Context: an optimization exercise on an open-source flow, tuned for small area. The choices shown serve that exercise and are no tape-out recipe.
Function was checked by simulation only, so behaviour that the tests miss may differ from the original.
Power figures rest on the tool's default switching activity, not on a simulated workload.

==> design.v <==
package ringPkg;
	localparam int NodeCount = 7;
	localparam int NodeIdWidth = 3;
	localparam int PayloadWidth = 32;
	localparam int DataWidth = NodeIdWidth + PayloadWidth;
	localparam int UtilWidth = 8;
	localparam int UtilWindow = 256;
	typedef logic [NodeIdWidth-1:0] nodeId_t;
	typedef logic [DataWidth-1:0] flit_t;
endpackage
`timescale 1ns/1ps
module slotFifo #(
	parameter int Depth = 8,
	parameter int Width = 34,
	parameter int HeadWidth = 2
) (
	input  logic                 clk,
	input  logic                 reset,
	input  logic                 push,
	input  logic                 pop,
	input  logic [Width-1:0]     pushData,
	output logic [Width-1:0]     lastData,
	output logic [HeadWidth-1:0] headData,
	output logic                 notEmpty,
	output logic                 hasRoom
);
	localparam int PtrWidth = $clog2(Depth);
	localparam int CountWidth = $clog2(Depth + 1);
	logic [Width-1:0] mem [Depth];
	logic [PtrWidth-1:0] wrPtr;
	logic [Depth-1:0] rdSel;
	logic [CountWidth-1:0] count;
	assign notEmpty = (count != '0);
	assign hasRoom = (int'(count) <= Depth - 2);
	always_comb begin
		headData = '0;
		lastData = '0;
		for (int i = 0; i < Depth; i++) begin
			headData = headData | (mem[i][Width-1 -: HeadWidth] & {HeadWidth{rdSel[i]}});
			lastData = lastData | (mem[i] & {Width{rdSel[(i + 1) % Depth]}});
		end
	end
	always_ff @(posedge clk) begin
		if (push) begin
			mem[wrPtr] <= pushData;
		end
	end
	always_ff @(posedge clk) begin
		if (reset) begin
			wrPtr <= '0;
			rdSel <= Depth'(1);
			count <= '0;
		end else begin
			if (push) begin
				wrPtr <= wrPtr + 1'b1;
			end
			if (pop) begin
				rdSel <= {rdSel[Depth-2:0], rdSel[Depth-1]};
			end
			case ({push, pop})
				2'b10:   count <= count + 1'b1;
				2'b01:   count <= count - 1'b1;
				default: count <= count;
			endcase
		end
	end
endmodule
`timescale 1ns/1ps
module routeCompute #(
	parameter int SrcId = 0
) (
	input  ringPkg::nodeId_t exitNode,
	output logic             toEject,
	output logic             toClockwise,
	output logic [1:0]       hopsLeft
);
	localparam int HalfRing = (ringPkg::NodeCount - 1) / 2;
	int hops;
	always_comb begin
		hops = 0;
		for (int e = 0; e < (1 << ringPkg::NodeIdWidth); e++) begin
			if (int'(exitNode) == e) begin
				hops = (e + ringPkg::NodeCount - SrcId) % ringPkg::NodeCount;
			end
		end
	end
	assign toEject = (hops == 0);
	assign toClockwise = (hops >= 1) && (hops <= HalfRing);
	always_comb begin
		if (exitNode == 3'd7) begin
			hopsLeft = 2'd3;
		end else if (toClockwise) begin
			hopsLeft = 2'(hops - 1);
		end else begin
			hopsLeft = 2'(ringPkg::NodeCount - 1 - hops);
		end
	end
endmodule
`timescale 1ns/1ps
module utilCounter (
	input  logic                            clk,
	input  logic                            reset,
	input  logic                            windowEnd,
	input  logic                            countEvent,
	output logic [ringPkg::UtilWidth-1:0]   util
);
	localparam int W = ringPkg::UtilWidth;
	logic [W-1:0] eventCnt;
	logic [W-1:0] eventNext;
	logic [W:0] carry;
	logic clear;
	always_comb begin
		carry[0] = countEvent && !(&eventCnt);
		for (int i = 0; i < W; i++) begin
			eventNext[i] = eventCnt[i] ^ carry[i];
			carry[i+1] = carry[i] & eventCnt[i];
		end
	end
	assign clear = reset || windowEnd;
	always_ff @(posedge clk) begin
		eventCnt <= eventNext & {W{!clear}};
		if (clear) begin
			util <= eventNext & {W{!reset}};
		end
	end
endmodule
`timescale 1ns/1ps
module ringRouter #(
	parameter int SrcId = 0,
	parameter int InterNodeFifoDepth = 8
) (
	input  logic                          clk,
	input  logic                          reset,
	input  logic                          windowEnd,
	input  ringPkg::flit_t                inject,
	input  logic                          injectReceive,
	input  logic [33:0]                   ClockwiseIn,
	input  logic [33:0]                   CounterClockwiseIn,
	input  logic                          ClockwiseReceive,
	input  logic                          CounterClockwiseReceive,
	input  logic                          ClockwiseNextSlotAvail,
	input  logic                          CounterClockwiseNextSlotAvail,
	input  logic                          EjectSlotAvail,
	output logic [33:0]                   ClockwiseOut,
	output logic [33:0]                   CounterClockwiseOut,
	output ringPkg::flit_t                eject,
	output logic                          ClockwiseSend,
	output logic                          CounterClockwiseSend,
	output logic                          ejectSend,
	output logic                          ClockwiseSlotAvail,
	output logic                          CounterClockwiseSlotAvail,
	output logic                          InjectSlotAvail,
	output logic [ringPkg::UtilWidth-1:0] ClockwiseUtil,
	output logic [ringPkg::UtilWidth-1:0] CounterClockwiseUtil,
	output logic [ringPkg::UtilWidth-1:0] InjectUtil
);
	localparam int ExitLsb = ringPkg::PayloadWidth;
	localparam int PW = ringPkg::PayloadWidth;
	ringPkg::flit_t injData;
	logic injValid;
	logic [33:0] cwLast, ccwLast;
	logic [1:0] cwHead, ccwHead;
	logic cwNotEmpty, ccwNotEmpty;
	logic cwPop, ccwPop, injPop;
	logic injToEject, injToClockwise;
	logic [1:0] injHops;
	logic injEject, injCw, injCcw;
	logic cwEject, cwTransit, ccwEject, ccwTransit;
	logic cwTakeTransit, cwTakeInject, ccwTakeTransit, ccwTakeInject;
	logic cwSentTransit, ccwSentTransit;
	logic [1:0] cwHopsNext, ccwHopsNext;
	logic [2:0] ejectReq, ejectGrant;
	logic [1:0] lastGrant;
	assign InjectSlotAvail = !injValid;
	always_ff @(posedge clk) begin
		if (!injValid) begin
			injData <= inject;
		end
	end
	always_ff @(posedge clk) begin
		if (reset) begin
			injValid <= 1'b0;
		end else begin
			injValid <= injectReceive || (injValid && !injPop);
		end
	end
	slotFifo #(.Depth(InterNodeFifoDepth), .Width(34), .HeadWidth(2)) uClockwiseFifo (
		.clk(clk), .reset(reset), .push(ClockwiseReceive), .pop(cwPop),
		.pushData(ClockwiseIn), .lastData(cwLast), .headData(cwHead),
		.notEmpty(cwNotEmpty), .hasRoom(ClockwiseSlotAvail)
	);
	slotFifo #(.Depth(InterNodeFifoDepth), .Width(34), .HeadWidth(2)) uCounterClockwiseFifo (
		.clk(clk), .reset(reset), .push(CounterClockwiseReceive), .pop(ccwPop),
		.pushData(CounterClockwiseIn), .lastData(ccwLast), .headData(ccwHead),
		.notEmpty(ccwNotEmpty), .hasRoom(CounterClockwiseSlotAvail)
	);
	routeCompute #(.SrcId(SrcId)) uRoute (
		.exitNode(injData[ExitLsb +: ringPkg::NodeIdWidth]),
		.toEject(injToEject),
		.toClockwise(injToClockwise),
		.hopsLeft(injHops)
	);
	assign injEject = injValid && injToEject;
	assign injCw = injValid && !injToEject && injToClockwise;
	assign injCcw = injValid && !injToEject && !injToClockwise;
	assign cwEject = cwNotEmpty && (cwHead == 2'd0);
	assign cwTransit = cwNotEmpty && !cwEject;
	assign ccwEject = ccwNotEmpty && (ccwHead == 2'd0);
	assign ccwTransit = ccwNotEmpty && !ccwEject;
	assign cwTakeTransit = cwTransit && ClockwiseNextSlotAvail;
	assign cwTakeInject = injCw && !cwTransit && ClockwiseNextSlotAvail;
	assign ccwTakeTransit = ccwTransit && CounterClockwiseNextSlotAvail;
	assign ccwTakeInject = injCcw && !ccwTransit && CounterClockwiseNextSlotAvail;
	assign ejectReq = {injEject, ccwEject, cwEject} & {3{EjectSlotAvail}};
	always_comb begin
		ejectGrant = '0;
		case (lastGrant)
			2'd1: begin
				if (ejectReq[2]) ejectGrant[2] = 1'b1;
				else if (ejectReq[0]) ejectGrant[0] = 1'b1;
				else if (ejectReq[1]) ejectGrant[1] = 1'b1;
			end
			2'd2: begin
				if (ejectReq[0]) ejectGrant[0] = 1'b1;
				else if (ejectReq[1]) ejectGrant[1] = 1'b1;
				else if (ejectReq[2]) ejectGrant[2] = 1'b1;
			end
			default: begin
				if (ejectReq[1]) ejectGrant[1] = 1'b1;
				else if (ejectReq[2]) ejectGrant[2] = 1'b1;
				else if (ejectReq[0]) ejectGrant[0] = 1'b1;
			end
		endcase
	end
	assign cwPop = ejectGrant[0] || cwTakeTransit;
	assign ccwPop = ejectGrant[1] || ccwTakeTransit;
	assign injPop = ejectGrant[2] || cwTakeInject || ccwTakeInject;
	always_ff @(posedge clk) begin
		if (reset) begin
			ClockwiseSend <= 1'b0;
			CounterClockwiseSend <= 1'b0;
			ejectSend <= 1'b0;
			lastGrant <= 2'd2;
		end else begin
			ClockwiseSend <= cwTakeTransit || cwTakeInject;
			CounterClockwiseSend <= ccwTakeTransit || ccwTakeInject;
			ejectSend <= |ejectGrant;
			if (|ejectGrant) begin
				lastGrant <= ejectGrant[0] ? 2'd0 : (ejectGrant[1] ? 2'd1 : 2'd2);
			end
		end
	end
	always_ff @(posedge clk) begin
		cwSentTransit <= cwTransit;
		ccwSentTransit <= ccwTransit;
	end
	assign cwHopsNext = (cwLast[PW +: 2] == 2'd3) ? 2'd3 : cwLast[PW +: 2] - 2'd1;
	assign ccwHopsNext = (ccwLast[PW +: 2] == 2'd3) ? 2'd3 : ccwLast[PW +: 2] - 2'd1;
	assign ClockwiseOut = cwSentTransit ? {cwHopsNext, cwLast[PW-1:0]} : {injHops, injData[PW-1:0]};
	assign CounterClockwiseOut = ccwSentTransit ? {ccwHopsNext, ccwLast[PW-1:0]} :
		{injHops, injData[PW-1:0]};
	always_comb begin
		case (lastGrant)
			2'd0:    eject[PW-1:0] = cwLast[PW-1:0];
			2'd1:    eject[PW-1:0] = ccwLast[PW-1:0];
			default: eject[PW-1:0] = injData[PW-1:0];
		endcase
	end
	if (SrcId == 0) begin : gExit7
		assign eject[ExitLsb +: ringPkg::NodeIdWidth] = (lastGrant == 2'd2) ?
			injData[ExitLsb +: ringPkg::NodeIdWidth] : ringPkg::nodeId_t'(0);
	end else begin : gExitN
		assign eject[ExitLsb +: ringPkg::NodeIdWidth] = ringPkg::nodeId_t'(SrcId);
	end
	utilCounter uClockwiseUtil (
		.clk(clk), .reset(reset), .windowEnd(windowEnd), .countEvent(ClockwiseSend),
		.util(ClockwiseUtil)
	);
	utilCounter uCounterClockwiseUtil (
		.clk(clk), .reset(reset), .windowEnd(windowEnd), .countEvent(CounterClockwiseSend),
		.util(CounterClockwiseUtil)
	);
	utilCounter uInjectUtil (
		.clk(clk), .reset(reset), .windowEnd(windowEnd), .countEvent(injectReceive),
		.util(InjectUtil)
	);
endmodule
`timescale 1ns/1ps
module ringSwitch #(
	parameter int InterNodeFifoDepth = 8,
	parameter int IntraNodeFifoDepth = 2
) (
	input  logic                                             clk,
	input  logic                                             reset,
	input  logic [ringPkg::NodeCount*ringPkg::DataWidth-1:0] inject,
	input  logic [ringPkg::NodeCount-1:0]                    injectReceive,
	input  logic [ringPkg::NodeCount-1:0]                    EjectSlotAvail,
	output logic [ringPkg::NodeCount*ringPkg::DataWidth-1:0] eject,
	output logic [ringPkg::NodeCount-1:0]                    ejectSend,
	output logic [ringPkg::NodeCount-1:0]                    InjectSlotAvail,
	output logic [ringPkg::NodeCount*ringPkg::UtilWidth-1:0] ClockwiseUtil,
	output logic [ringPkg::NodeCount*ringPkg::UtilWidth-1:0] CounterClockwiseUtil,
	output logic [ringPkg::NodeCount*ringPkg::UtilWidth-1:0] InjectUtil
);
	localparam int WindowWidth = $clog2(ringPkg::UtilWindow);
	logic [33:0] clockwiseData [ringPkg::NodeCount];
	logic [33:0] counterData [ringPkg::NodeCount];
	logic clockwiseSend [ringPkg::NodeCount];
	logic counterSend [ringPkg::NodeCount];
	logic clockwiseAvail [ringPkg::NodeCount];
	logic counterAvail [ringPkg::NodeCount];
	logic [WindowWidth-1:0] windowCnt;
	logic windowEnd;
	assign windowEnd = (windowCnt == WindowWidth'(ringPkg::UtilWindow - 1));
	always_ff @(posedge clk) begin
		if (reset) begin
			windowCnt <= '0;
		end else begin
			windowCnt <= windowCnt + 1'b1;
		end
	end
	for (genvar n = 0; n < ringPkg::NodeCount; n++) begin : gNode
		localparam int Prev = (n + ringPkg::NodeCount - 1) % ringPkg::NodeCount;
		localparam int Next = (n + 1) % ringPkg::NodeCount;
		ringRouter #(
			.SrcId(n),
			.InterNodeFifoDepth(InterNodeFifoDepth)
		) uRouter (
			.clk(clk),
			.reset(reset),
			.windowEnd(windowEnd),
			.inject(inject[n*ringPkg::DataWidth +: ringPkg::DataWidth]),
			.injectReceive(injectReceive[n]),
			.ClockwiseIn(clockwiseData[Prev]),
			.ClockwiseReceive(clockwiseSend[Prev]),
			.CounterClockwiseIn(counterData[Next]),
			.CounterClockwiseReceive(counterSend[Next]),
			.ClockwiseNextSlotAvail(clockwiseAvail[Next]),
			.CounterClockwiseNextSlotAvail(counterAvail[Prev]),
			.EjectSlotAvail(EjectSlotAvail[n]),
			.ClockwiseOut(clockwiseData[n]),
			.CounterClockwiseOut(counterData[n]),
			.eject(eject[n*ringPkg::DataWidth +: ringPkg::DataWidth]),
			.ClockwiseSend(clockwiseSend[n]),
			.CounterClockwiseSend(counterSend[n]),
			.ejectSend(ejectSend[n]),
			.ClockwiseSlotAvail(clockwiseAvail[n]),
			.CounterClockwiseSlotAvail(counterAvail[n]),
			.InjectSlotAvail(InjectSlotAvail[n]),
			.ClockwiseUtil(ClockwiseUtil[n*ringPkg::UtilWidth +: ringPkg::UtilWidth]),
			.CounterClockwiseUtil(CounterClockwiseUtil[n*ringPkg::UtilWidth +: ringPkg::UtilWidth]),
			.InjectUtil(InjectUtil[n*ringPkg::UtilWidth +: ringPkg::UtilWidth])
		);
	end
endmodule
==> flow/run.sh <==
#!/bin/bash
# Own layout flow: the standard flow (standard.sh, unchanged synthesis),
# with small port buffers, the resizer kept to small drive strengths after
# synthesis, and a clock tree without dummy loads built from clkbuf_8 leaf
# clusters. Each tool's output goes to a log file here (standard.log, and
# ORFS's per-step logs under orfs/logs).
set -euo pipefail
here="$(pwd)"
export BUFFER_PORTS_ARGS="-buffer_cell sky130_fd_sc_hd__buf_1"
export CTS_ARGS="-sink_clustering_enable -repair_clock_nets -dont_use_dummy_load -buf_list sky130_fd_sc_hd__clkbuf_8 -sink_clustering_size 16 -sink_clustering_max_diameter 60"
for step in GLOBAL_PLACE RESIZE REPAIR_TIMING_POST_PLACE CTS GLOBAL_ROUTE; do
  export PRE_${step}_TCL="$here/flow/dontuse.tcl"
done
bash standard.sh > standard.log 2>&1 || { tail -50 standard.log; exit 1; }
tail -5 standard.log
==> flow/dontuse.tcl <==
set big {}
foreach lc [get_lib_cells sky130_fd_sc_hd__*] {
  set n [get_name $lc]
  if {[string match *clkbuf* $n]} continue
  if {[regexp {_(4|6|8|12|16)$} $n]} { lappend big $n }
}
set_dont_use $big
puts "dontuse.tcl: [llength $big] cells of drive 4 and up set dont_use"
==> standard.sh <==
#!/bin/bash
# synth_recipe.tcl (not shown) runs the flow's synth.tcl, then flattens the netlist and writes it again
# the make line also repeats each setting of config.mk as NAME=value (left out here)
make -C /OpenROAD-flow-scripts/flow DESIGN_CONFIG=/design/flow/config.mk WORK_HOME=/design/flow/orfs CLKGATE_MAP_FILE= SYNTH_SCRIPT=/design/flow/synth_recipe.tcl "${@:-finish}"
==> config.mk <==
export PLATFORM = sky130hd
export DESIGN_NAME = ringSwitch
export DESIGN_NICKNAME = ringSwitch
export VERILOG_FILES = /design/flow/design.v
export SDC_FILE = /design/flow/constraint.sdc
export NUM_CORES = 4
export LEC_CHECK = 0
export CAP_MARGIN = 20
export CORE_MARGIN = 2
export CORE_UTILIZATION = 60
export SLEW_MARGIN = 20
==> constraint.sdc <==
create_clock -name core_clock -period 8.0 [get_ports {clk}]
set_input_delay 1.6000 -clock core_clock [delete_from_list [all_inputs] [get_ports {clk}]]
set_output_delay 1.6000 -clock core_clock [all_outputs]
set_load 0.01 [all_outputs]
==> reports/metrics.csv, run 1 <==
metric;value;unit
status;timing/DRC/antenna clean;
top_level_ports;688;
path_buf_inv;2;
synth_mux_area_frac;0.0111;
clockBufferDepth;4;
netlist_area;179000;sq um
pre_cts_ws;3140;ps
worstHoldStart;windowCnt[0]$_SDFF_PP0_;
ys.flop_type;edfxtp_1;
cp_data_required_time;6400;ps
skew;96.7;ps
numCtsBuffers;354;
vdd.ir_drop.worst;0.212;mV
intPower;38.5;mW
port_buffers;669;
clk-insertion-delay-late;1110;ps
power_density;310;nW/um^2
vias;108000;
die-area;302000;sq um
synth_top_family_by_area;compound AO/OA/AOI/OAI gates;
async_flop_share;0;
slew_violations;0;
end_kind;output port;
core-area;297000;sq um
post_cts_buffers;0;
critPathKind;flip-flop to output port;
switching_share;0.347;
dpl_cell_area;185000;sq um
yosys.area_share.xor_xnor;0.00441;
fmax;175;MHz
grt_pass1_wl;741;mm
dp.final_hpwl;353;mm
reg2reg_depth;13;
synthCells;11300;
synth-adder-area-share;0.0194;
pwr-share-comb;0.268;
rsz0062_at_grt;false;
max_cap_violations;0;
p_switching;20.4;mW
cpPeakStageDelay;1020;ps
routed_via_density;6.81;
fin_crit_sh;0.715;
holdPathEnd;windowCnt[0]$_SDFF_PP0_;
grt_overflow_total;0;
p_leak;60.1;nW
cts.repair.resized;0;
cts_root_buf;clkbuf_8;
die_w;550;um
drt_iter0_drc;14700;
yosysSeqAreaShare;0.759;
cp_max_fo;20;
row_count;200;
post-route-cell-area;190000;sq um
wl_per_cell;33.2;um
wl;527;mm
ff_latch_area;136000;sq um
fin_tns_setup;0;ps
regToRegSetupSlack;3350;ps
holdWs;448;ps
final_layout_size_suffix_gt1_frac;0.0768;
slew_headroom;0.134;
drc;0;
power_frac_seq;0.544;
multi_input_area;40100;sq um
ctsHoldBuffers;0;
worst_slew_pin_slew;1300;ps
total_power;58.9;mW
die_h;550;um
clk_pin_slew;100;ps
grt_max_degree;51;
ys_ff_latch;4663;
cpLargestDelayFamily;flip-flops;
start_util;0.603;
worstPathCellList;buf_2 -> a22oi_1 -> and4_1 -> o221ai_1 -> buf_1;
synth-compound-area-share;0.117;
synth-simple-area-share;0.0689;
fin_cells;15900;
final_nets;12500;
dpl.cell_count;15500;
critPathArrivalTime;4120;ps
worst_hold_path.num_cells;1;
finalHoldViolations;0;
hold_path.class;flip-flop to flip-flop;
gp_congestion;0.972;
layout_setup_ws;2280;ps
antenna_found_initial;29;
setup_viol;0;
fillCellCount;21300;
synth_edf_count;4221;
startpoint_type;flip-flop;
yosys.cell_types.count;93;
grt_pass1_vias;102000;
utilization;0.641;
slowest_stage;dfxtp_1;
timing.rr.end;gNode[2].uRouter.uCounterClockwiseFifo.count[3]$_SDFFE_PP0P_;
yosysWarnings;30;
cts_sinks;4663;
dr.pass1.iters;7;
pwr-share-clk;0.189;
tritoncts;yes;
r2r-start;gNode[2].uRouter.uClockwiseFifo.rdSel[2]$_SDFFE_PP0N_;
cts-htree-levels;5;
min_period;5720;ps
synth_area_per_cell;15.9;sq um
area_delta_synth_final;6.42;%
antenna_left;0;
grtUsageTotal;0.342;
[Yosys cell counts, types with 5 or more instances]
master | instances | area (sq um)
a21oi_1 | 504 | 2520
or3_1 | 24 | 150
nand4_1 | 136 | 851
and2_1 | 5 | 31.3
o31ai_2 | 5 | 62.6
buf_2 | 77 | 385
a221o_1 | 7 | 70.1
o21ai_1 | 6 | 30.0
xor2_1 | 47 | 412
clkbuf_1 | 457 | 1720
mux2_2 | 70 | 788
fa_1 | 14 | 280
a31oi_1 | 15 | 93.8
nor3b_1 | 13 | 97.6
buf_4 | 42 | 315
o211ai_1 | 9 | 67.6
inv_1 | 113 | 424
o221ai_1 | 193 | 1690
o2111ai_1 | 5 | 43.8
nor2_1 | 792 | 2970
and4_1 | 408 | 3570
ha_1 | 254 | 3180
a211oi_1 | 7 | 52.6
nor4_1 | 15 | 93.8
o21ai_0 | 129 | 646
nand2b_1 | 53 | 332
nor2b_1 | 311 | 1950
xnor2_1 | 43 | 377
o21a_1 | 11 | 82.6
or4_1 | 9 | 67.6
dfxtp_1 | 442 | 8850
mux2i_1 | 119 | 1190
or2_2 | 9 | 56.3
buf_1 | 129 | 484
edfxtp_1 | 4221 | 127000
buf_6 | 23 | 259
a22oi_1 | 1933 | 14500
nand3_1 | 28 | 140
a21o_1 | 28 | 210
o311ai_0 | 10 | 87.6
nand2_1 | 388 | 1460
nor3_1 | 57 | 285
[layer usage]
layer / global-route usage / up-vias / share of wire / routed length [um]
met3: 0.0522 / 920 / 0.10 / 52700
met5: 0 / - / 0.000025 / 13
met2: 0.521 / 6234 / 0.46 / 240000
met1: 0.491 / 55200 / 0.39 / 206000
li1: - / 45900 / - / -
met4: 0.163 / 2 / 0.054 / 28500
[state kept, by name (all words and copies together), names as in the netlist, 8 cells and up]
| name | cells |
|---|---|
| gNode.uRouter.uClockwiseUtil.eventCnt | 56 |
| gNode.uRouter.uCounterClockwiseFifo.count | 28 |
| gNode.uRouter.lastGrant | 14 |
| windowCnt | 8 |
| gNode.uRouter.uCounterClockwiseFifo.rdSel | 56 |
| gNode.uRouter.uCounterClockwiseFifo.mem | 1904 |
| gNode.uRouter.uClockwiseFifo.wrPtr | 21 |
| gNode.uRouter.uInjectUtil.util | 56 |
| gNode.uRouter.uInjectUtil.eventCnt | 56 |
| gNode.uRouter.uCounterClockwiseUtil.util | 56 |
| gNode.uRouter.uClockwiseFifo.rdSel | 56 |
| gNode.uRouter.uClockwiseFifo.mem | 1904 |
| gNode.uRouter.injData | 245 |
| gNode.uRouter.uCounterClockwiseUtil.eventCnt | 56 |
| gNode.uRouter.uCounterClockwiseFifo.wrPtr | 21 |
| gNode.uRouter.uClockwiseUtil.util | 56 |
| gNode.uRouter.uClockwiseFifo.count | 28 |
[cell usage in the layout (no fill, tap or decap), drive strengths merged, types with 13 or more instances in the layout]
cell / n
mux2: 70
buf: 1014
o21ai: 143
nor2b: 311
nor3: 57
xor2: 47
xnor2: 43
clkbuf: 360
o221ai: 193
a21oi: 504
ha: 254
diode: 19
nor3b: 13
a22oi: 1934
or3: 28
edfxtp: 4221
nand3: 28
nor2: 792
inv: 112
nand2: 388
a21o: 28
fa: 14
nand4: 139
nand2b: 53
conb: 18
dfxtp: 442
mux2i: 119
a31oi: 15
and4: 408
nor4: 16
[worst register-to-register path: cells and delay by family (launching register included)]
| kind | cells | cell delay, ps |
|---|---|---|
| AO/OA/AOI/OAI | 5 | 1560 |
| AND/OR/NAND/NOR | 3 | 1320 |
| buffers and inverters | 2 | 550 |
| adder cells (fa/ha/maj) | 2 | 550 |
| flip-flops | 1 | 530 |
| XOR/XNOR | 1 | 90 |
[power groups by stage]
stage                     clock (mW)  combinational [mW]  sequential [mW]
after CTS                       11.3                15.4             32.0
after global placement             0                15.0             32.5
after detailed placement           0                15.4             32.5
after floorplan                    0                8.77             31.7
final                           11.1                15.8             32.0
after global routing            12.1                16.5             32.2
[worst max-delay path by stage]
stage	startpoint	to	slack, ps	cells after the start
6_report	gNode[2].uRouter.uClockwiseFifo.rdSel[3]$_SDFFE_PP0N_	eject[96]	2280	5
3_5_place_dp	EjectSlotAvail[2]	gNode[2].uRouter.uCounterClockwiseFifo.count[3]$_SDFFE_PP0P_	3140	12
2_1_floorplan	reset	gNode[0].uRouter.uClockwiseUtil.util[0]$_DFFE_PN_	320	4
5_1_grt	gNode[5].uRouter.uClockwiseFifo.rdSel[4]$_SDFFE_PP0N_	eject[193]	2130	5
4_1_cts	gNode[5].uRouter.uClockwiseFifo.rdSel[4]$_SDFFE_PP0N_	eject[198]	2230	5
3_3_place_gp	EjectSlotAvail[2]	gNode[2].uRouter.uCounterClockwiseFifo.count[3]$_SDFFE_PP0P_	3030	12
[layout make-up]
class	count	area share
Clock buffer	354	0.0256
Tap cell	3939	0.0259
Sequential cell	4663	0.713
Antenna cell	19	0.000250
Inverter	116	0.00230
Multi-Input combinational cell	5775	0.211
Timing Repair Buffer	1020	0.0219
[cell families after synthesis]
logic type | Yosys count
xor+xnor | 90
mux | 189
fa+ha+maj | 268
other cells | 2
simple gates | 2272
buf+inv | 847
compound gates | 2938
flops | 4663
==> run 2: changes to the inputs <==
--- a/design.v
+++ b/design.v
@@ -26,6 +26,7 @@
 );
 	localparam int PtrWidth = $clog2(Depth);
 	localparam int CountWidth = $clog2(Depth + 1);
+	localparam logic [Width-1:0] InvMask = {{HeadWidth{1'b0}}, {(Width-HeadWidth){1'b1}}};
 	logic [Width-1:0] mem [Depth];
 	logic [PtrWidth-1:0] wrPtr;
 	logic [Depth-1:0] rdSel;
@@ -36,13 +37,14 @@
 		headData = '0;
 		lastData = '0;
 		for (int i = 0; i < Depth; i++) begin
-			headData = headData | (mem[i][Width-1 -: HeadWidth] & {HeadWidth{rdSel[i]}});
-			lastData = lastData | (mem[i] & {Width{rdSel[(i + 1) % Depth]}});
+			headData = headData | ((mem[i][Width-1 -: HeadWidth] ^ InvMask[Width-1 -: HeadWidth]) &
+				{HeadWidth{rdSel[i]}});
+			lastData = lastData | ((mem[i] ^ InvMask) & {Width{rdSel[(i + 1) % Depth]}});
 		end
 	end
 	always_ff @(posedge clk) begin
 		if (push) begin
-			mem[wrPtr] <= pushData;
+			mem[wrPtr] <= pushData ^ InvMask;
 		end
 	end
 	always_ff @(posedge clk) begin
==> reports/metrics.csv, run 2 <==
metric;value;unit
final_nets;12400;
gp_congestion;0.927;
cp_max_fo;20;
yosysWarnings;30;
vdd.ir_drop.worst;0.185;mV
cpPeakStageDelay;750;ps
post-route-cell-area;189000;sq um
cts-htree-levels;5;
synth_top_area_frac;0.719;
critPathArrivalTime;4330;ps
reg_top3;gNode.uRouter.uClockwiseFifo.mem (1904), gNode.uRouter.uCounterClockwiseFifo.mem (1904), gNode.uRouter.injData (245);
clk-insertion-delay-late;1140;ps
row_count;199;
final_layout_size_suffix_gt1_frac;0.0736;
path_buf_inv;3;
drt_iter0_drc;14800;
dr.pass1.iters;6;
status;timing/DRC/antenna clean;
fillCellCount;20900;
min_period;5930;ps
grt_pass1_vias;101000;
fin_tns_setup;0;ps
power_frac_seq;0.541;
dp.final_hpwl;350;mm
clockBufferDepth;4;
wl_met3;59.4;mm
die-area;298000;sq um
switching_share;0.342;
cp_data_required_time;6400;ps
critPathKind;flip-flop to output port;
drc;0;
yosys-top-cells-count;edfxtp_1 (4221), o22ai_1 (1793), nand2_1 (602);
clk_pin_slew;100;ps
max_cap_violations;0;
final_cell_mix;edfxtp_1 (4221), o22ai_1 (1793), buf_1 (805);
finalHoldViolations;0;
p_switching;20.0;mW
intPower;38.6;mW
port_buffers;669;
cpLargestDelayFamily;buffers and inverters;
cts_sinks;4663;
grt_overflow_total;0;
wl_met2;233;mm
start_util;0.602;
total_power;58.6;mW
worstPathCellList;inv_1 -> buf_1 -> o22ai_1 -> or4_1 -> a22oi_1 -> nand2_1 -> buf_1;
pwr-share-clk;0.190;
hold_path.class;flip-flop to flip-flop;
top_level_ports;688;
ff_latch_area;136000;sq um
area_delta_synth_final;7.02;%
grtUsageTotal;0.341;
startpoint_type;flip-flop;
vias;107000;
synth_most_common_cell;edfxtp_1;
wl_per_cell;32.9;um
setup_viol;0;
synth_edf_count;4221;
cts.repair.resized;0;
synth_area_per_cell;16.0;sq um
slew_headroom;0.157;
slowest_stage;inv_1;
async_flop_share;0;
synth_area_leaders;edfxtp_1 (72%), o22ai_1 (6.4%), dfxtp_1 (5.0%);
wirelength_met1;204;mm
multi_input_area;38300;sq um
ys_ff_latch;4663;
synthCells;11000;
worst_slew_pin_slew;1230;ps
slew_violations;0;
ys.flop_type;edfxtp_1;
end_kind;output port;
die_w;546;um
power_density;310;nW/um^2
skew;126;ps
antenna_found_initial;41;
fin_crit_sh;0.741;
p_leak;62.0;nW
wl;520;mm
grt_max_degree;45;
ctsHoldBuffers;0;
die_h;546;um
antenna_left;0;
yosys.cell_types.count;85;
yosys.area.top_type;edfxtp_1;
rsz0062_at_grt;false;
cpMostUsedCell;buf_1;
post_cts_buffers;0;
yosysSeqAreaShare;0.769;
routed_via_density;6.78;
final_common_cell;edfxtp_1;
fmax;169;MHz
numCtsBuffers;350;
tritoncts;yes;
dpl_cell_area;184000;sq um
grt_pass1_wl;734;mm
pwr-share-comb;0.269;
cts_root_buf;clkbuf_8;
highest_layer;met5;
netlist_area;176000;sq um
core-area;293000;sq um
## run 2: changes by cell type after synthesis, moves of 55 or more
cell / previous run / this run
or4_1: 9 / 465
nand2_1: 388 / 602
nor2_1: 792 / 387
o22ai_1: 4 / 1793
and4_1: 408 / 16
mux2_2: 70 / 15
a21oi_1: 504 / 109
inv_1: 113 / 220
a22oi_1: 1933 / 341
buf_2: 77 / 8
mux2i_1: 119 / 562
o221ai_1: 193 / 1
## run 2: cell families after synthesis
family | after synthesis | share of synthesized area
multiplexers | 577 | 0.0329
AO/OA/AOI/OAI | 2552 | 0.0929
flip-flops | 4663 | 0.769
AND/OR/NAND/NOR | 2070 | 0.0627
buffers and inverters | 812 | 0.0183
XOR/XNOR | 90 | 0.00447
adder cells (fa/ha/maj) | 268 | 0.0196
other | 2 | 0.0000426
## run 2: path summary, 6_finish.rpt
path | start | endpoint | slack [ps] | cells after the start
setup / recovery | gNode[5].uRouter.uClockwiseFifo.rdSel[1]$_SDFFE_PP0N_ | eject[191] | 2070 | 7
hold / removal | windowCnt[0]$_SDFF_PP0_ | windowCnt[0]$_SDFF_PP0_ | 450 | 1
setup reg to reg | gNode[3].uRouter.injData[32]$_DFFE_PN_ | gNode[3].uRouter.uCounterClockwiseFifo.count[3]$_SDFFE_PP0P_ | 3680 | 14
hold reg to reg | windowCnt[0]$_SDFF_PP0_ | windowCnt[0]$_SDFF_PP0_ | 450 | 1
## run 2: area by class of cell
class | instances | area share
multi-input cells | 5575 | 0.203
inverters | 223 | 0.00447
well taps | 3919 | 0.0260
flip-flops and latches | 4663 | 0.719
diodes | 22 | 0.000292
clock buffers | 350 | 0.0255
repair buffers | 1018 | 0.0219
## run 2: routing by layer
| layer | global-route usage | up-vias |
|---|---|---|
| li1 | - | 45300 |
| met1 | 0.494 | 54300 |
| met2 | 0.510 | 6390 |
| met3 | 0.0732 | 861 |
| met4 | 0.135 | 18 |
| met5 | 0 | - |
## run 2: stage by stage
step	std cells	util	hold slack (ps)	worst slack (ps)
6_report	15800	0.644	447	2070
5_1_grt	15800	0.644	489	1960
4_1_cts	15700	0.643	452	2030
3_5_place_dp	15400	0.626	438	3010
3_3_place_gp	15400	0.625	429	3130
2_1_floorplan	11100	-	418	500
## run 2: power by group through the flow
stage | Clock, mW | Combinational (mW) | Sequential, mW
finish | 11.1 | 15.8 | 31.7
global route | 12.0 | 16.7 | 31.8
CTS | 11.2 | 15.5 | 31.7
detailed placement | 0 | 15.4 | 32.2
global placement | 0 | 15.0 | 32.1
floorplan | 0 | 8.81 | 31.6
==> run 3: changes to the inputs <==
--- a/design.v
+++ b/design.v
@@ -261,13 +261,8 @@
 	assign ClockwiseOut = cwSentTransit ? {cwHopsNext, cwLast[PW-1:0]} : {injHops, injData[PW-1:0]};
 	assign CounterClockwiseOut = ccwSentTransit ? {ccwHopsNext, ccwLast[PW-1:0]} :
 		{injHops, injData[PW-1:0]};
-	always_comb begin
-		case (lastGrant)
-			2'd0:    eject[PW-1:0] = cwLast[PW-1:0];
-			2'd1:    eject[PW-1:0] = ccwLast[PW-1:0];
-			default: eject[PW-1:0] = injData[PW-1:0];
-		endcase
-	end
+	assign eject[PW-1:0] = (cwLast[PW-1:0] & {PW{lastGrant == 2'd0}}) |
+		(ccwLast[PW-1:0] & {PW{lastGrant == 2'd1}}) | (injData[PW-1:0] & {PW{lastGrant[1]}});
 	if (SrcId == 0) begin : gExit7
 		assign eject[ExitLsb +: ringPkg::NodeIdWidth] = (lastGrant == 2'd2) ?
 			injData[ExitLsb +: ringPkg::NodeIdWidth] : ringPkg::nodeId_t'(0);
==> reports/metrics.csv, run 3 <==
metric;value;unit
utilization;0.646;
wl_met2;236;mm
fillCellCount;20800;
synth_edf_count;4221;
status;failed layout checks;
slowest_stage;buf_1;
netlist_area;176000;sq um
cts_sinks;4663;
pwr-share-comb;0.264;
total_power;58.0;mW
fin_tns_setup;0;ps
pwr-share-clk;0.191;
grtUsageTotal;0.338;
p_switching;19.6;mW
skew;89.8;ps
cpMostUsedCell;buf_1;
p_leak;61.5;nW
reg_top3;gNode.uRouter.uClockwiseFifo.mem (1904), gNode.uRouter.uCounterClockwiseFifo.mem (1904), gNode.uRouter.injData (245);
cp_max_fo;17;
min_period;6270;ps
antenna_left;1;
slew_violations;0;
power_density;308;nW/um^2
max_cap_violations;0;
synth_area_per_cell;16.3;sq um
drc;0;
cp_data_required_time;6400;ps
fin_crit_sh;0.784;
cpPeakStageDelay;890;ps
highest_layer;met5;
clk_pin_slew;100;ps
top_level_ports;688;
yosys.cell_types.count;80;
wirelength_met1;200;mm
dr.pass1.iters;13;
row_count;198;
synth_area_leaders;edfxtp_1 (72%), o22ai_1 (6.4%), dfxtp_1 (5.0%);
port_buffers;669;
hold_path.class;flip-flop to flip-flop;
layout_setup_ws;1730;ps
fmax;159;MHz
pre_cts_ws;2790;ps
clk-insertion-delay-late;1100;ps
die_w;546;um
vdd.ir_drop.worst;0.232;mV
clockBufferDepth;4;
ctsHoldBuffers;0;
start_util;0.604;
final_cell_mix;edfxtp_1 (4221), o22ai_1 (1795), buf_1 (843);
so_faults;antenna rules;
async_flop_share;0;
final_layout_size_suffix_gt1_frac;0.0708;
grt_pass1_wl;726;mm
multi_input_area;37100;sq um
yosysSeqAreaShare;0.771;
die_h;546;um
die-area;298000;sq um
vias;106000;
grt_pass1_vias;99700;
post_cts_buffers;0;
ff_latch_area;136000;sq um
critPathArrivalTime;4670;ps
core-area;291000;sq um
startpoint_type;flip-flop;
finalHoldViolations;0;
ys_ff_latch;4663;
critPathKind;flip-flop to output port;
wl_per_cell;33.2;um
worstPathCellList;clkinv_1 -> buf_1 -> o22ai_1 -> or4_1 -> a222oi_1 -> inv_1 -> buf_1;
setup_viol;0;
rsz0062_at_grt;false;
wl;516;mm
wl_met3;53.1;mm
dp.final_hpwl;344;mm
tritoncts;yes;
ys.flop_type;edfxtp_1;
switching_share;0.338;
cpLargestDelayFamily;buffers and inverters;
intPower;38.4;mW
antenna_found_initial;31;
yosys.area.top_type;edfxtp_1;
yosys-top-cells-count;edfxtp_1 (4221), o22ai_1 (1795), mux2i_1 (570);
synthCells;10800;
synth_top_area_frac;0.720;
cts_root_buf;clkbuf_8;
numCtsBuffers;350;
path_buf_inv;4;
worst_slew_pin_slew;1300;ps
synth_most_common_cell;edfxtp_1;
yosysWarnings;23;
gp_congestion;0.934;
drt_iter0_drc;15800;
grt_overflow_total;0;
power_frac_seq;0.546;
final_common_cell;edfxtp_1;
routed_via_density;6.81;
final_nets;12100;
grt_max_degree;49;
area_delta_synth_final;6.95;%
end_kind;output port;
cts-htree-levels;5;
slew_headroom;0.106;
cts.repair.resized;0;
## run 3: cell types whose count changed after synthesis, moves of 6 or more
cell      previous run  this run
nand2_1            602       159
a21oi_1            109       100
mux2i_1            562       570
a22oi_1            341       112
and2_1               9         3
or4_1              465       459
clkbuf_1           458       479
buf_1               81        64
nor2_1             387       371
inv_1              220       441
a222oi_1             0       224
a31oi_1             16         9
mux2_2              15        21
## run 3: final timing paths
kind                                                         start                                                            to  slack, ps  depth (start not counted)
max reg2reg             gNode[2].uRouter.lastGrant[1]$_SDFFE_PP1P_  gNode[2].uRouter.uCounterClockwiseFifo.count[3]$_SDFFE_PP0P_       3440                         12
min                                        windowCnt[0]$_SDFF_PP0_                                       windowCnt[0]$_SDFF_PP0_        440                          1
max          gNode[5].uRouter.uClockwiseFifo.rdSel[4]$_SDFFE_PP0N_                                                    eject[181]       1730                          7
min reg2reg                                windowCnt[0]$_SDFF_PP0_                                       windowCnt[0]$_SDFF_PP0_        440                          1
## run 3: logic make-up (layout without fill, tap and decap cells)
family          after synthesis  count (layout)  share of synthesized area
compound gates             2540            2540                     0.0960
mux                         591             591                     0.0338
buf+inv                    1035            1811                     0.0230
xor+xnor                     90              90                    0.00448
fa+ha+maj                   268             268                     0.0197
other cells                   2              53                  0.0000427
simple gates               1598            1598                     0.0525
flops                      4663            4663                      0.771
## run 3: power groups by stage
stage	Clock (mW)	Combinational [mW]	Sequential [mW]
2_1_floorplan	0	8.50	31.5
3_3_place_gp	0	14.5	32.1
3_5_place_dp	0	14.9	32.2
4_1_cts	11.2	14.9	31.6
5_1_grt	12.0	16.0	31.8
6_report	11.1	15.3	31.7
## run 3: per-stage QoR
stage,std cells,area [sq um],hold WS [ps]
3_3_place_gp,15100,183000,413
2_1_floorplan,10800,176000,402
5_1_grt,15500,188000,462
6_report,15500,188000,444
4_1_cts,15500,188000,451
3_5_place_dp,15100,183000,428
## run 3: final cells by class
type / count / area share
Multi-Input combinational cell: 5105 / 0.197
Clock buffer: 350 / 0.0256
Timing Repair Buffer: 1019 / 0.0216
Tap cell: 3900 / 0.0259
Sequential cell: 4663 / 0.721
Inverter: 442 / 0.00882
Antenna cell: 35 / 0.000465
## run 3: routing by layer
| layer | global-route usage | vias up |
|---|---|---|
| met2 | 0.517 | 6160 |
| li1 | - | 44800 |
| met4 | 0.153 | 12 |
| met3 | 0.0567 | 850 |
| met1 | 0.483 | 53800 |
| met5 | 0 | - |

[port drivers added, routing unchanged]
In the flow no input, the clock included, has a driving cell. The finished layouts below were timed again as built, in two steps.
Step 1 sets driving cells, clkbuf_16 on the clock port and buf_2 on the other inputs (assumed; they add their load-dependent delay and slew).
Step 2 adds t to the input delays and takes it off the output delays; t is the mean of the earliest and latest rising clock arrival at the registers after step 1. Input paths then give back, and output paths get back, about the clock's delay inside the block.
Slacks: ideal / step 1 / step 2; pairs: ideal / step 1.
run	shift t [ns]	slack for setup (ns)	hold WS [ns]	latest minus earliest clock arrival (ns)	cell pins on the clock port's net
run 1	1.151	2.278 / 2.180 / 3.033	0.448 / 0.448 / 0.448	0.114 / 0.114	1
run 2	1.177	2.071 / 1.972 / 2.762	0.447 / 0.447 / 0.447	0.130 / 0.129	1
run 3	1.153	1.729 / 1.631 / 2.670	0.444 / 0.444 / 0.444	0.113 / 0.113	1
